Background: an optimization exercise with open tools, aiming at small area. Do not read the settings as production practice.
Only simulation tests tie the RTL to the original design; equivalence was not proved.
Power and IR drop assume default switching activity.

$ cat flow/flow/run.sh
#!/bin/bash
# Layout flow: the standard ORFS flow (standard.sh) with these changes:
#  - before the placement-stage repair_design, each net with 48 or more loads
#    (the eight memory write-data lines, 256 loads each) is buffered by
#    spatial clusters of at most 40 loads, one buf_4 per cluster at its
#    centre (flow/cluster_buf.tcl);
#  - the clock tree is built from clkbuf_8 leaf clusters of up to 15 sinks
#    within 50 um, without dummy loads;
#  - the port buffers are buf_2 cells rather than the default delay buffer.
# standard.sh's full output goes to standard_flow.log; ORFS keeps each step's
# log under orfs/logs/.
set -euo pipefail
export PRE_RESIZE_TCL="$PWD/flow/cluster_buf.tcl"
export CTS_ARGS="-sink_clustering_enable -repair_clock_nets -dont_use_dummy_load -buf_list {sky130_fd_sc_hd__clkbuf_8} -sink_clustering_size 15 -sink_clustering_max_diameter 50"
export BUFFER_PORTS_ARGS="-buffer_cell sky130_fd_sc_hd__buf_2"
bash standard.sh > standard_flow.log 2>&1
$ cat flow/flow/cluster_buf.tcl
# Buffers each high-fanout signal net by spatial clusters of its loads: the
# loads are split by recursive bisection (along the longer side, at the
# median) into groups of at most 40 (CB_GROUP), and each group gets one buffer at
# its centre. Nets whose loads already fit one group are left alone.
set cb_min_fanout 48
set cb_group 40
set cb_cell sky130_fd_sc_hd__buf_4
if { [info exists ::env(CB_MIN_FANOUT)] } { set cb_min_fanout $::env(CB_MIN_FANOUT) }
if { [info exists ::env(CB_GROUP)] } { set cb_group $::env(CB_GROUP) }
if { [info exists ::env(CB_CELL)] } { set cb_cell $::env(CB_CELL) }

proc cb_split { loads group } {
  # loads: list of {x y pinname}
  if { [llength $loads] <= $group } { return [list $loads] }
  set xs [lsort -real [lmap l $loads { lindex $l 0 }]]
  set ys [lsort -real [lmap l $loads { lindex $l 1 }]]
  set w [expr { [lindex $xs end] - [lindex $xs 0] }]
  set h [expr { [lindex $ys end] - [lindex $ys 0] }]
  set k [expr { $w >= $h ? 0 : 1 }]
  set sorted [lsort -real -index $k $loads]
  set n [llength $sorted]
  # split into parts of near-equal size that are multiples of the group
  set parts [expr { ($n + $group - 1) / $group }]
  set half [expr { (($parts + 1) / 2) * $n / $parts }]
  set a [lrange $sorted 0 [expr { $half - 1 }]]
  set b [lrange $sorted $half end]
  return [concat [cb_split $a $group] [cb_split $b $group]]
}

set cb_block [ord::get_db_block]
set cb_dbu [$cb_block getDbUnitsPerMicron]
set cb_nets {}
foreach net [$cb_block getNets] {
  set st [$net getSigType]
  if { $st ne "SIGNAL" } { continue }
  set loads {}
  set has_drv 0
  foreach it [$net getITerms] {
    if { [$it isOutputSignal] } { set has_drv 1; continue }
    if { [$it isInputSignal] } {
      set inst [$it getInst]
      set loc [$inst getLocation]
      set m [$inst getMaster]
      set x [expr { ([lindex $loc 0] + [$m getWidth] / 2.0) / $cb_dbu }]
      set y [expr { ([lindex $loc 1] + [$m getHeight] / 2.0) / $cb_dbu }]
      lappend loads [list $x $y "[$inst getName]/[[$it getMTerm] getName]"]
    }
  }
  if { !$has_drv || [llength $loads] < $cb_min_fanout } { continue }
  lappend cb_nets [list [$net getName] $loads]
}
set cb_count 0
foreach nl $cb_nets {
  lassign $nl name loads
  foreach g [cb_split $loads $cb_group] {
    set sx 0.0; set sy 0.0
    foreach l $g { set sx [expr { $sx + [lindex $l 0] }]; set sy [expr { $sy + [lindex $l 1] }] }
    set n [llength $g]
    set pins [lmap l $g { get_pins [lindex $l 2] }]
    insert_buffer -buffer_cell $cb_cell -net [get_nets $name] -load_pins $pins \
      -location [list [expr { $sx / $n }] [expr { $sy / $n }]]
    incr cb_count
  }
  puts "cluster_buf: [llength $loads] loads of $name"
}
puts "cluster_buf: inserted $cb_count buffers"
$ cat flow/standard.sh
#!/bin/bash
# synth_recipe.tcl (not shown) runs the flow's synth.tcl, then flattens the netlist and writes it again
# the make line also repeats each setting of config.mk as NAME=value (left out here)
make -C /OpenROAD-flow-scripts/flow DESIGN_CONFIG=/design/flow/config.mk WORK_HOME=/design/flow/orfs CLKGATE_MAP_FILE= SYNTH_SCRIPT=/design/flow/synth_recipe.tcl "${@:-finish}"
$ cat flow/config.mk
export PLATFORM = sky130hd
export DESIGN_NAME = mem_writeback_stage
export DESIGN_NICKNAME = mem_writeback_stage
export VERILOG_FILES = /design/flow/design.v
export SDC_FILE = /design/flow/constraint.sdc
export NUM_CORES = 4
export LEC_CHECK = 0
export CAP_MARGIN = 20
export CORE_MARGIN = 2
export CORE_UTILIZATION = 60
export GPL_TIMING_DRIVEN = 0
export PLACE_DENSITY = 0.7
export SETUP_SLACK_MARGIN = 0.2
export SLEW_MARGIN = 20
export SYNTH_HIERARCHICAL = 1
export SYNTH_MINIMUM_KEEP_SIZE = 0
$ cat flow/constraint.sdc
create_clock -name core_clock -period 5.0 [get_ports {clk}]
set_input_delay 1.0000 -clock core_clock [delete_from_list [all_inputs] [get_ports {clk}]]
set_output_delay 1.0000 -clock core_clock [all_outputs]
set_load 0.01 [all_outputs]
$ cat flow/design.v
module mem_writeback_stage #(
  parameter int DEPTH = 256
) (
  input  logic       clk,
  input  logic       reset,
  input  logic [7:0] RD1M,
  input  logic [7:0] ALUResultM,
  input  logic [2:0] WA3M,
  input  logic [2:0] WA4M,
  input  logic       RegWriteAM,
  input  logic       RegWriteBM,
  input  logic       MemtoRegM,
  input  logic       MemWriteM,
  input  logic       ValidM,
  input  logic       StallW,
  input  logic       FlushW,
  output logic [7:0] WD3W,
  output logic [2:0] WA3W,
  output logic       RegWriteAW,
  output logic [7:0] WD4W,
  output logic [2:0] WA4W,
  output logic       RegWriteBW,
  output logic [7:0] RetiredW
);
  localparam int NW = 256;
  localparam int NG = (NW + 2) / 3;    
  logic          advance;
  logic          store_en;
  logic          b_enable;
  logic [7:0]    a_data;
  logic [7:0]    read_data;
  logic [7:0]    wd3_reg;
  logic [2:0]    wa3_reg;
  logic          rwa_reg;
  logic [7:0]    wd4_reg;
  logic [2:0]    wa4_reg;
  logic          rwb_reg;
  logic [7:0]    retired_reg;
  assign advance   = ~StallW & ~FlushW;
  assign store_en  = MemWriteM & ValidM & advance & ~reset;
  logic               ph;        
  logic [NW-1:0][7:0] mem_s;     
  logic [7:0]         dn;        
  logic [15:0]        sel_lo;
  logic [15:0]        sel_hi;
  logic [NW-1:0]      sel;       
  logic [NW-1:0]      row_w;     
  logic [NW-1:0]      row_nw;    
  always_ff @(posedge clk) begin
    ph <= ~ph;
  end
  assign dn = RD1M ^ {8{ph}};
  always_comb begin
    for (int i = 0; i < 16; i++) begin
      sel_lo[i] = (ALUResultM[3:0] == 4'(i));
      sel_hi[i] = (ALUResultM[7:4] == 4'(i));
    end
    for (int k = 0; k < NW; k++) begin
      sel[k] = sel_hi[k / 16] & sel_lo[k % 16];
    end
  end
  assign row_w  = sel & {NW{store_en}};
  assign row_nw = ~row_w;
  genvar r, c, g;
  generate
    for (r = 0; r < NW; r++) begin : g_row
      logic [7:0] nxt;
      for (c = 0; c < 8; c++) begin : g_bit
        mwb_wcell u_w (.q(mem_s[r][c]), .w(row_w[r]), .nw(row_nw[r]),
                       .dn(dn[c]), .y(nxt[c]));
      end
      always_ff @(posedge clk) begin
        mem_s[r] <= nxt;
      end
    end
  endgenerate
  logic [NG-1:0] grp_n [8];
  logic [7:0]    arr_s;
  generate
    for (c = 0; c < 8; c++) begin : g_col
      for (g = 0; g < NG; g++) begin : g_grp
        if (3 * g + 2 < NW) begin : g3
          mwb_rd3 u_r (.d({mem_s[3*g+2][c], mem_s[3*g+1][c], mem_s[3*g][c]}),
                       .s(sel[3*g+2:3*g]), .y_n(grp_n[c][g]));
        end else if (3 * g + 1 < NW) begin : g2
          mwb_rd2 u_r (.d({mem_s[3*g+1][c], mem_s[3*g][c]}),
                       .s(sel[3*g+1:3*g]), .y_n(grp_n[c][g]));
        end else begin : g1
          assign grp_n[c][g] = ~(mem_s[3*g][c] & sel[3*g]);
        end
      end
      assign arr_s[c] = ~&grp_n[c];
    end
  endgenerate
  assign read_data = arr_s ^ {8{ph}};
  assign a_data    = MemtoRegM ? read_data : ALUResultM;
  assign b_enable  = RegWriteBM &
                     ~(RegWriteAM & (WA3M == WA4M));
  always_ff @(posedge clk or posedge reset) begin
    if (reset) begin
      wd3_reg     <= 8'd0;
      wa3_reg     <= 3'd0;
      rwa_reg     <= 1'b0;
      wd4_reg     <= 8'd0;
      wa4_reg     <= 3'd0;
      rwb_reg     <= 1'b0;
      retired_reg <= 8'd0;
    end else if (FlushW) begin
      wd3_reg <= a_data;
      wa3_reg <= WA3M;
      rwa_reg <= 1'b0;
      wd4_reg <= RD1M;
      wa4_reg <= WA4M;
      rwb_reg <= 1'b0;
    end else if (advance) begin
      wd3_reg <= a_data;
      wa3_reg <= WA3M;
      rwa_reg <= ValidM & RegWriteAM;
      wd4_reg <= RD1M;
      wa4_reg <= WA4M;
      rwb_reg <= ValidM & b_enable;
      if (ValidM) begin
        retired_reg <= retired_reg + 8'd1;
      end
    end
  end
  assign WD3W       = wd3_reg;
  assign WA3W       = wa3_reg;
  assign RegWriteAW = rwa_reg;
  assign WD4W       = wd4_reg;
  assign WA4W       = wa4_reg;
  assign RegWriteBW = rwb_reg;
  assign RetiredW   = retired_reg;
endmodule
module mwb_wcell (
  input  logic q,
  input  logic w,
  input  logic nw,
  input  logic dn,
  output logic y
);
  assign y = ~((q | w) & (nw | dn));
endmodule
module mwb_rd3 (
  input  logic [2:0] d,
  input  logic [2:0] s,
  output logic       y_n
);
  assign y_n = ~((d[0] & s[0]) | (d[1] & s[1]) | (d[2] & s[2]));
endmodule
module mwb_rd2 (
  input  logic [1:0] d,
  input  logic [1:0] s,
  output logic       y_n
);
  assign y_n = ~((d[0] & s[0]) | (d[1] & s[1]));
endmodule
==> results.yml, run 1 <==
outcome:
  outcome: "failed layout checks"
  so_faults: "setup timing"
global_route:
  first_global_vias: 54500
  antenna_found_initial: 17
  grtUsageTotal_pct: 41.0
  grt.overflow.total: 0
  grt_pass1_wl_um: 360000
  grt_max_degree: 38
timing:
  drv_slew: 0
  fmax_ghz: 0.196
  fin_ws_ns: -0.0986
  slew_headroom_pct: 19.1
  finalSetupViolCount: 2
  min_period_ns: 5.10
  worst_clock_skew_ns: 0.0516
  worstMarginPinSlew_ns: 1.21
  hold_violations: 0
  final.period_utilization_pct: 102
  rsz0062_at_grt: "yes"
layout:
  drive_gt1_share_pct: 7.21
  layout_common_cells: "2049 x dfxtp_1, 2048 x o22ai_1, 680 x a222oi_1, 322 x nand2_1, 283 x nor2_1"
  layout.filler_cells: 8912
  largest-register: "mem_s"
  layout_commonest_cell: "dfxtp_1"
  postLayoutCellArea_mm2: 0.0732
  final_nets: 6458
  synthToLayoutAreaGrowth_pct: 8.57
  largest_reg_flops: 2048
setup_path:
  critical_path_arrival_ns: 5.87
  cp-startpoint: "ALUResultM[0]"
  r2r_cells: 7
  crit_type: "input port to flop"
  crit_fanout: 10
  r2r_slack_ns: 1.37
  worstSetupStartpointType: "input port"
  required_ns: 5.77
  timing.rr.start: "mem_s[78]"
  reg2reg_to: "wd3_reg[6]"
  endpoint: "wd3_reg[2]"
  worstSetupEndpointType: "flop"
clock_tree:
  cts_num_sinks: 2081
  htreeDepth: 4
  root_buffer: "clkbuf_8"
  insertion_delay_ns: 0.91
  clockBufferDepth: 3
  clk_pin_slew_ns: 0.08
  cts_inserted_buffers: 172
  cts_tree: "built"
logic_synthesis:
  ys_types: 35
  yosysTopAreaCellShare_pct: 60.9
  synth_area_mm2: 0.0674
  yosys.area.top_type: "dfxtp_1"
  ys_warn_count: 9
  synth-seq-area-share_pct: 62.1
  avgSynthCellArea_um2: 11.0
  synth_cells: 6122
  ys_ff_latch: 2081
  netlist_top_cells_area: "dfxtp_1 61%, o22ai_1 19%, a222oi_1 10%, nand2_1 1.8%, nand4_1 1.6%"
  syn-num-nets: 6154
detailed_routing:
  wl_per_cell_um: 31.2
  via_count: 60800
  final_antenna_net_count: 0
  drt_iter0_drc: 12300
  via_per_inst: 7.67
  dr.pass1.iters: 13
  route.detailed.drc: 0
  dr_wl_met3_um: 33600
  wirelength_um: 247000
  met2_length_um: 102000
  top_layer: "met5"
  wl_met1_um: 94500
placed_design:
  port_buffers: 58
  dpl.hpwl_um: 163000
  gp_congestion: 0.978
  place_ws_ns: -1.49
  placed_area_mm2: 0.0705
pwr:
  power_mw: 26.0
  power_leakage_nw: 27.5
  vdd_drop_max_mv: 0.267
  p_per_area_mw_per_mm2: 356
die:
  die_area_mm2: 0.115
  die_w_um: 339
  rows: 122
  die_y_um: 339
  ioPinCount: 63
  start_util_pct: 60.7
  core_area_mm2: 0.111
run:
  max-cap-violations: 0
hold_path:
  hp-class: "input port to async pin"
[repair_timing]
| item | in CTS | in global routing |
|---|---|---|
| gates resized for setup | 26 | 37 |
| pin swaps | 5 | 6 |
| hold buffers | 0 | 0 |
| setup buffers | 0 | 0 |
| endpoints found under the setup margin | 8 | 8 |
[kinds of logic after synthesis]
logic type / Yosys count / share of synthesized area, %
compound gates: 2754 / 29.3
flops: 2081 / 62.1
simple gates: 921 / 6.33
buf+inv: 346 / 2.01
xor+xnor: 18 / 0.234
mux: 1 / 0.0167
fa+ha+maj: 1 / 0.0186
[critical path, cell delays in order]
cell and delay, ns:
buf_2 0.16, nor2b_1 0.14, clkbuf_1 0.14, nand2_1 0.65, buf_2 0.66, nor2_1 0.30, a222oi_1 0.52, nand4_1 0.32
nor4_4 0.68, nand3_1 0.28, or3_1 0.41, a31oi_1 0.46, a21oi_1 0.13
[worst min path at each step]
stage                  end   startpoint  cells past startpoint
2_1_floorplan  mem_s[2040]  mem_s[2040]                      1
3_3_place_gp    mem_s[627]   mem_s[627]                      1
3_5_place_dp      mem_s[3]     mem_s[3]                      1
4_1_cts         wd4_reg[7]        reset                      2
5_1_grt         wd3_reg[0]        reset                      2
6_report        wd4_reg[0]        reset                      2
[modules after synthesis (local to each module, per instance)]
| module | cells inside | flip-flops and latches | times used |
|---|---|---|---|
| mem_writeback_stage | 3394 | 2081 | 1 |
| mwb_wcell | 1 | 0 | 2048 |
| mwb_rd3 | 1 | 0 | 680 |
[Yosys cell counts]
| cell | number |
|---|---|
| clkbuf_1 | 64 |
| dfrtp_1 | 32 |
| mux2_2 | 1 |
| o22ai_1 | 2048 |
| nor2_1 | 283 |
| a32o_1 | 1 |
| nor2_2 | 6 |
| nor3_1 | 6 |
| inv_1 | 222 |
| and3_1 | 2 |
| nor4_1 | 41 |
| nor2_4 | 10 |
| buf_1 | 2 |
| nor2b_1 | 17 |
| dfxtp_1 | 2049 |
| xor2_1 | 10 |
| buf_2 | 11 |
| buf_6 | 1 |
| ha_1 | 1 |
| or3_1 | 8 |
| nor3b_4 | 1 |
| nand2_1 | 326 |
| buf_4 | 10 |
| a222oi_1 | 680 |
| a21oi_1 | 8 |
| a22o_1 | 1 |
| nand4_1 | 173 |
| o21ai_0 | 8 |
| xnor2_1 | 8 |
| inv_2 | 36 |
| nand3_1 | 39 |
| and4_1 | 3 |
| nand3_4 | 1 |
| a31oi_1 | 8 |
| nand2b_1 | 5 |
[metrics by stage]
step / hold WS [ns] / setup TNS [ns] / std cells / utilization, %
2_1_floorplan: 0.421 / 0 / 6122 / -
3_5_place_dp: 0.436 / -8.55 / 7740 / 63.6
5_1_grt: 0.293 / 0 / 7917 / 65.9
3_3_place_gp: 0.429 / -7021.70 / 7668 / 62.8
4_1_cts: 0.217 / 0 / 7912 / 65.8
6_report: 0.243 / -0.136 / 7922 / 65.9
[per-layer routing]
layer | global-route usage [%] | vias up
met2 | 58.0 | 4480
met4 | 25.0 | 18
met1 | 55.8 | 29100
met3 | 11.0 | 824
met5 | 0 | -
li1 | - | 26400
[power breakdown]
| group | internal (mW) | switching, mW | total, mW |
|---|---|---|---|
| registers | 16.7 | 0.114 | 16.8 |
| logic | 0.238 | 0.713 | 0.951 |
| clock network | 3.07 | 5.19 | 8.26 |
[area by class of cell]
cell class                 instances  area (µm²)  share of cell area [%]
tap                             1488        1860                    2.54
clock buffer                     172        2370                    3.24
antenna                           10        25.0                  0.0342
sequential                      2081       41800                    57.2
inverter                         258         968                    1.32
buffer                            88         443                   0.605
multi-input combinational       3695       24700                    33.8
timing repair buffer             130         931                    1.27
==> run 2, diff against run 1 <==
--- a/flow/config.mk
+++ b/flow/config.mk
@@ -10,7 +10,7 @@
 export CORE_UTILIZATION = 60
 export GPL_TIMING_DRIVEN = 0
 export PLACE_DENSITY = 0.7
-export SETUP_SLACK_MARGIN = 0.2
+export SETUP_SLACK_MARGIN = 0.6
 export SLEW_MARGIN = 20
 export SYNTH_HIERARCHICAL = 1
 export SYNTH_MINIMUM_KEEP_SIZE = 0
==> run 2 against run 1 <==
Compared with the run above:
- the run now finishes clean
- die area unchanged
- clock-buffer cell count shrank 2
- critical endpoint unchanged
- sequential power about the same
- non-clock buffer count up 30
- worst setup slack better by 0.44 ns
- largest cell class unchanged
- largest power group unchanged
==> results.yml, run 2 <==
outcome:
  outcome: "finished clean"
timing:
  slew_headroom_pct: 15.5
  fmax_ghz: 0.215
  final.period_utilization_pct: 93.1
  hold_violations: 0
  fin_hold_ws_ns: 0.0950
  rsz0062_at_grt: "yes"
  worst_clock_skew_ns: 0.0481
  min_period_ns: 4.66
  finalSetupViolCount: 0
  worstMarginPinSlew_ns: 1.27
  drv_slew: 0
detailed_routing:
  wl_per_cell_um: 31.1
  route.detailed.drc: 0
  dr.pass1.iters: 13
  final_antenna_net_count: 0
  wirelength_um: 248000
  via_count: 60900
  via_per_inst: 7.64
  drt_iter0_drc: 12100
clock_tree:
  clk_pin_slew_ns: 0.09
  clockBufferDepth: 3
  cts_num_sinks: 2081
  cts_inserted_buffers: 170
  root_buffer: "clkbuf_8"
  htreeDepth: 4
  insertion_delay_ns: 0.89
  cts_tree: "built"
placed_design:
  place_inst: 7739
  port_buffers: 58
  gp_congestion: 0.983
  dpl.hpwl_um: 162000
layout:
  largest-register: "mem_s"
  layout_common_cells: "2049 x dfxtp_1, 2048 x o22ai_1, 680 x a222oi_1, 310 x nand2_1, 273 x nor2_1"
  largest_reg_flops: 2048
  register_area_mm2: 0.0418
  final_nets: 6486
  final_cells: 7969
  multi_input_area_mm2: 0.0251
  layout_commonest_cell: "dfxtp_1"
  synthToLayoutAreaGrowth_pct: 9.89
  layout.filler_cells: 8763
  drive_gt1_share_pct: 8.46
die:
  start_util_pct: 60.7
  die_y_um: 339
  core_area_mm2: 0.111
  die_w_um: 339
  die_area_mm2: 0.115
  ioPinCount: 63
  rows: 122
logic_synthesis:
  synth-seq-area-share_pct: 62.1
  synth_area_mm2: 0.0674
  yosysTopAreaCellShare_pct: 60.9
  ys_ff_latch: 2081
  ys_warn_count: 9
  synth_common_cells: "2049 x dfxtp_1, 2048 x o22ai_1, 680 x a222oi_1"
  syn-num-nets: 6154
  avgSynthCellArea_um2: 11.0
  netlist_top_cells_area: "dfxtp_1 61%, o22ai_1 19%, a222oi_1 10%, nand2_1 1.8%, nand4_1 1.6%"
  synth_cells: 6122
  synth_edf_count: 0
  ys_types: 35
  synth_ff_type: "dfxtp_1"
  synthArstFlopShare_pct: 1.54
  synth.most_common_cell: "dfxtp_1"
  yosys.area.top_type: "dfxtp_1"
global_route:
  antenna_found_initial: 20
  grt_max_degree: 38
  grtUsageTotal_pct: 41.0
  grt_pass1_wl_um: 360000
  grt.overflow.total: 0
  first_global_vias: 54300
setup_path:
  critPathMaxStageDelay_ns: 0.91
  crit_top_cell: "nor2_1"
  worstSetupStartpointType: "input port"
  crit_fanout: 10
  required_ns: 5.74
  crit_slowest_cell: "nor4_4"
  crit_chain: "buf_2 > nor2_1 > nand2_4 > buf_4 > nor2_1 > a222oi_1 > nand4_1 > nor4_4 > nand3_4 > or3_1 > a31oi_4 > a21oi_1"
  critical_path_arrival_ns: 5.39
  crit_type: "input port to flop"
  worstSetupEndpointType: "flop"
pwr:
  vdd_drop_max_mv: 0.331
  power_mw: 26.0
  p_per_area_mw_per_mm2: 351
  power_leakage_nw: 27.9
run:
  max-cap-violations: 0
hold_path:
  hp-class: "input port to async pin"
[run 2: cell counts after synthesis]
No cell type changed its count.
[run 2: worst max-delay path, delay by kind of cell]
kind / cells / cell delay (ns)
buffers and inverters: 2 / 0.67
AO/OA/AOI/OAI: 3 / 0.91
AND/OR/NAND/NOR: 7 / 2.78
[run 2: path summary, 6_finish.rpt]
| path | depth (start not counted) | slack (ns) | to | start |
|---|---|---|---|---|
| max | 12 | 0.34 | wd3_reg[2] | ALUResultM[3] |
| min reg2reg | 1 | 0.45 | mem_s[1486] | mem_s[1486] |
| max in group asynchronous | 3 | 4.41 | wd4_reg[5] | reset |
| min in group core_clock | 3 | 0.35 | wa3_reg[2] | WA3M[2] |
| max reg2reg | 7 | 1.20 | wd3_reg[6] | mem_s[78] |
| min | 2 | 0.09 | wd3_reg[2] | reset |
[run 2: cell families after synthesis]
kind of cell / share of synthesized area, %
fa+ha+maj: 0.0186
xor+xnor: 0.234
compound gates: 29.3
buf+inv: 2.01
mux: 0.0167
simple gates: 6.33
flops: 62.1
[run 2: cell type report]
| cell class | count | area share (%) |
|---|---|---|
| diodes | 29 | 0.0980 |
| plain buffers | 88 | 0.818 |
| clock buffers | 170 | 3.16 |
| inverters | 258 | 1.31 |
| multi-input cells | 3695 | 33.9 |
| flip-flops and latches | 2081 | 56.5 |
| well taps | 1488 | 2.51 |
| repair buffers | 160 | 1.71 |
[run 2: through the flow]
stage / util [%] / setup slack (ns) / area (µm²) / TNS (ns)
after floorplan: - / 0.330 / 67500 / 0
after global placement: 62.8 / -3.70 / 69700 / -6529.84
after detailed placement: 63.5 / -2.27 / 70500 / -11.69
after CTS: 66.3 / 0.552 / 73500 / 0
after global routing: 66.7 / 0.573 / 74000 / 0
final: 66.7 / 0.344 / 74100 / 0
[run 2: metal layers]
layer / routed length [µm] / GRT usage (%) / vias to the layer above
met4: 16200 / 23.1 / 10
met3: 36100 / 12.8 / 804
met5: 115 / 0.776 / -
met2: 99000 / 56.6 / 4559
li1: - / - / 26400
met1: 96500 / 56.8 / 29100
[run 2: timing repair]
item / 4_1_cts / 5_1_grt
hold buffers: 0 / 0
gates resized for setup: 124 / 95
setup endpoints to repair: 8 / 8
pin swaps: 25 / 41
buffers inserted: 18 / 12
[run 2: report_power, final]
part           internal (mW)  switching, mW
combinational          0.267          0.738
clock                   3.03           5.15
sequential              16.7          0.103
[run 2: Yosys stat by module, one instance, submodules excluded]
module | copies in the design | area (µm²) | cells
mem_writeback_stage | 1 | 47800 | 3394
mwb_rd3 | 680 | 10.0 | 1
mwb_wcell | 2048 | 6.26 | 1
==> run 3, diff against run 2 <==
--- a/flow/config.mk
+++ b/flow/config.mk
@@ -7,10 +7,10 @@
 export LEC_CHECK = 0
 export CAP_MARGIN = 20
 export CORE_MARGIN = 2
-export CORE_UTILIZATION = 60
+export CORE_UTILIZATION = 55
 export GPL_TIMING_DRIVEN = 0
-export PLACE_DENSITY = 0.7
-export SETUP_SLACK_MARGIN = 0.6
+export PLACE_DENSITY = 0.65
+export SETUP_SLACK_MARGIN = 0.9
 export SLEW_MARGIN = 20
 export SYNTH_HIERARCHICAL = 1
 export SYNTH_MINIMUM_KEEP_SIZE = 0
==> run 3 against run 2 <==
Compared with the run above:
- still clean
- hold slack gained 0.19 ns
- routed wire length grew 0.56%
- global-route usage shrank 3.0 points
- die area grew 9.0%
- clock-buffer cell count grew 4
- critical path type unchanged
- highest routed layer unchanged
==> results.yml, run 3 <==
pwr:
  power_leakage_nw: 28.0
  power_mw: 26.1
  vdd_drop_max_mv: 0.303
  p_per_area_mw_per_mm2: 351
global_route:
  antenna_found_initial: 19
  grtUsageTotal_pct: 38.1
  grt_max_degree: 38
  first_global_vias: 54400
  grt.overflow.total: 0
  grt_pass1_wl_um: 363000
logic_synthesis:
  ys_ff_latch: 2081
  synth_cells: 6122
  synth_top_family_by_area: "compound AO/OA/AOI/OAI gates"
  ys_types: 35
  ys_warn_count: 9
  synth_ff_type: "dfxtp_1"
  synthArstFlopShare_pct: 1.54
  synth_mux_area_share_pct: 0.0167
  yosys.area.top_type: "dfxtp_1"
  avgSynthCellArea_um2: 11.0
  synth-adder-area-share_pct: 0.0186
  netlist_top_cells_area: "dfxtp_1 61%, o22ai_1 19%, a222oi_1 10%, nand2_1 1.8%, nand4_1 1.6%"
  syn-num-nets: 6154
  yosysTopAreaCellShare_pct: 60.9
  synth_compound_area_share_pct: 29.3
  synth_area_mm2: 0.0674
  synth-seq-area-share_pct: 62.1
  synth.most_common_cell: "dfxtp_1"
  synth_edf_count: 0
  synth_common_cells: "2049 x dfxtp_1, 2048 x o22ai_1, 680 x a222oi_1"
  synth-simple-area-share_pct: 6.33
  synth-xor-area-share_pct: 0.234
setup_path:
  critPathTopFamily: "simple AND/OR/NAND/NOR gates"
  crit_slowest_cell: "a222oi_1"
  r2r_slack_ns: 1.65
  timing.rr.start: "mem_s[270]"
  crit_chain: "buf_2 > clkbuf_4 > nor2b_2 > nand2_2 > clkbuf_4 > nor2_1 > a222oi_1 > nand4_1 > nor4_4 > nand3_1 > or3_1 > a31oi_4 > a21oi_1"
  crit_type: "input port to flop"
  critPathMaxStageDelay_ns: 0.87
  cp-startpoint: "ALUResultM[4]"
  critical_path_arrival_ns: 5.16
  worstSetupEndpointType: "flop"
  critPathBufInv: 3
  crit_top_cell: "clkbuf_4"
  crit_fanout: 10
  required_ns: 5.82
  worstSetupStartpointType: "input port"
layout:
  postLayoutCellArea_mm2: 0.0744
  layout_common_cells: "2049 x dfxtp_1, 2048 x o22ai_1, 680 x a222oi_1, 309 x nand2_1, 276 x nor2_1"
  final_nets: 6504
  layout_commonest_cell: "dfxtp_1"
  layout.filler_cells: 10200
  drive_gt1_share_pct: 8.69
  largest-register: "mem_s"
  largest_reg_flops: 2048
  synthToLayoutAreaGrowth_pct: 10.5
clock_tree:
  clk_pin_slew_ns: 0.09
  htreeDepth: 4
  cts_inserted_buffers: 174
  cts_num_sinks: 2081
  insertion_delay_ns: 0.98
  clockBufferDepth: 3
  cts_tree: "built"
  root_buffer: "clkbuf_8"
timing:
  final.period_utilization_pct: 86.9
  fin_hold_ws_ns: 0.282
  hold_violations: 0
  rsz0062_at_grt: "yes"
  worst_clock_skew_ns: 0.0488
  drv_slew: 0
  worstMarginPinSlew_ns: 1.23
  fmax_ghz: 0.230
  min_period_ns: 4.34
  slew_headroom_pct: 18.1
  finalSetupViolCount: 0
outcome:
  outcome: "finished clean"
die:
  rows: 128
  start_util_pct: 55.4
  die_w_um: 354
  die_y_um: 354
  die_area_mm2: 0.125
  core_area_mm2: 0.122
  ioPinCount: 63
run:
  max-cap-violations: 0
detailed_routing:
  wl_per_cell_um: 30.8
  via_per_inst: 7.41
  via_count: 60100
  dr.pass1.iters: 13
  final_antenna_net_count: 0
  wirelength_um: 249000
  route.detailed.drc: 0
  drt_iter0_drc: 10700
placed_design:
  placed_area_mm2: 0.0707
  dpl.hpwl_um: 168000
  port_buffers: 58
  gp_congestion: 0.968
hold_path:
  hp-start: "WA4M[0]"
  hp-class: "input port to flop"
run 3: cell counts after synthesis:
No cell type changed its count.
run 3: Yosys stat by module (local to each module, per instance):
module,flops+latches,cell area [µm²],cells
mwb_wcell,0,6.26,1
mwb_rd3,0,10.0,1
mem_writeback_stage,2081,47800,3394
run 3: timing repair:
action | 4_1_cts | 5_1_grt
cloned | 0 | 0
pin swaps | 64 | 67
resized for setup | 160 | 61
hold buffers | 1 | 0
buffers inserted | 4 | 35
setup endpoints to repair | 8 | 8
endpoints found under the hold margin | 3 | 0
run 3: area by class of cell:
cell class | instances | area, µm² | share of cell area (%)
Antenna cell | 8 | 20.0 | 0.0269
Buffer | 88 | 576 | 0.773
Clock buffer | 174 | 2390 | 3.22
Inverter | 258 | 968 | 1.30
Multi-Input combinational cell | 3695 | 25200 | 33.9
Sequential cell | 2081 | 41800 | 56.2
Tap cell | 1625 | 2030 | 2.73
Timing Repair Buffer | 174 | 1400 | 1.88
run 3: stage by stage:
step,util [%],std cells,setup TNS (ns),worst slack (ns)
after floorplan,-,6122,0,0.330
after global placement,57.4,7805,-6502.25,-3.62
after detailed placement,58.1,7881,-11.42,-1.54
after CTS,60.8,8060,0,0.888
after global routing,61.1,8097,0,0.869
final,61.2,8103,0,0.655
run 3: worst min-delay path, cell delays in order:
cell and delay [ns]:
buf_2 0.10, nand2_1 0.05, nand2_1 0.06
run 3: cell families (layout without fill, tap and decap cells):
family / Yosys count / after routing
muxes: 1 / 1
xor gates and xnor gates: 18 / 18
and+or+nand+nor: 921 / 921
DFF: 2081 / 2081
buffers and inverters: 346 / 694
adders and majority gates: 1 / 1
AOI/OAI and AO/OA: 2754 / 2754
other: 0 / 8
run 3: power by group:
group	switching [mW]	internal, mW	total (mW)
combinational	0.737	0.270	1.01
sequential	0.0943	16.7	16.8
clock	5.22	3.10	8.32
run 3: path summary, 6_finish.rpt:
| kind | end | depth (start not counted) |
|---|---|---|
| worst max register to register | wd3_reg[6] | 7 |
| worst max-delay path | wd3_reg[6] | 13 |
| worst min register to register | mem_s[1229] | 1 |
| worst min-delay path | wa4_reg[0] | 3 |
| max in group asynchronous | wd3_reg[0] | 4 |
| min in group asynchronous | retired_reg[5] | 3 |
run 3: layer usage:
layer,vias up,track usage [%],share of wire [%]
met5,-,0,0.069
met4,26,22.6,6.7
met3,749,10.2,12
met2,3817,54.1,41
met1,29000,51.9,40
li1,26500,-,-

## port drivers added, routing unchanged
In the flow no input, the clock included, has a driving cell. The finished layouts below were timed again as built, in two steps.
Step 1: set_driving_cell puts a clkbuf_16 on clk and a buf_2 on each other input, an assumption about the parent block.
Step 2 moves the port delays by t, midway between the first and last clock arrival at a register: inputs arrive t later, outputs are due t later. That takes back most of the time a late clock gives input paths.
Three values: ideal ports, drivers, drivers and shift; two values: the first two.
| run | shift t [ns] | setup slack, ns | hold WS [ns] | latest minus earliest clock arrival (ns) | worst data-port slew with drivers (ns) |
|---|---|---|---|---|---|
| run 1 | 0.972 | -0.099 / -0.159 / -1.131 | 0.243 / 0.179 / 0.446 | 0.069 / 0.069 | 0.16 |
| run 2 | 0.951 | 0.344 / 0.283 / -0.668 | 0.095 / 0.043 / 0.446 | 0.068 / 0.068 | 0.17 |
| run 3 | 1.012 | 0.655 / 0.626 / -0.385 | 0.282 / 0.235 / 0.445 | 0.069 / 0.069 | 0.16 |
Met with ideal ports but missed after step 2: setup timing in run 2 and run 3. The setup slack of run 3, which loses most, moves by -0.029 ns with the drivers and by -1.040 ns with both steps.
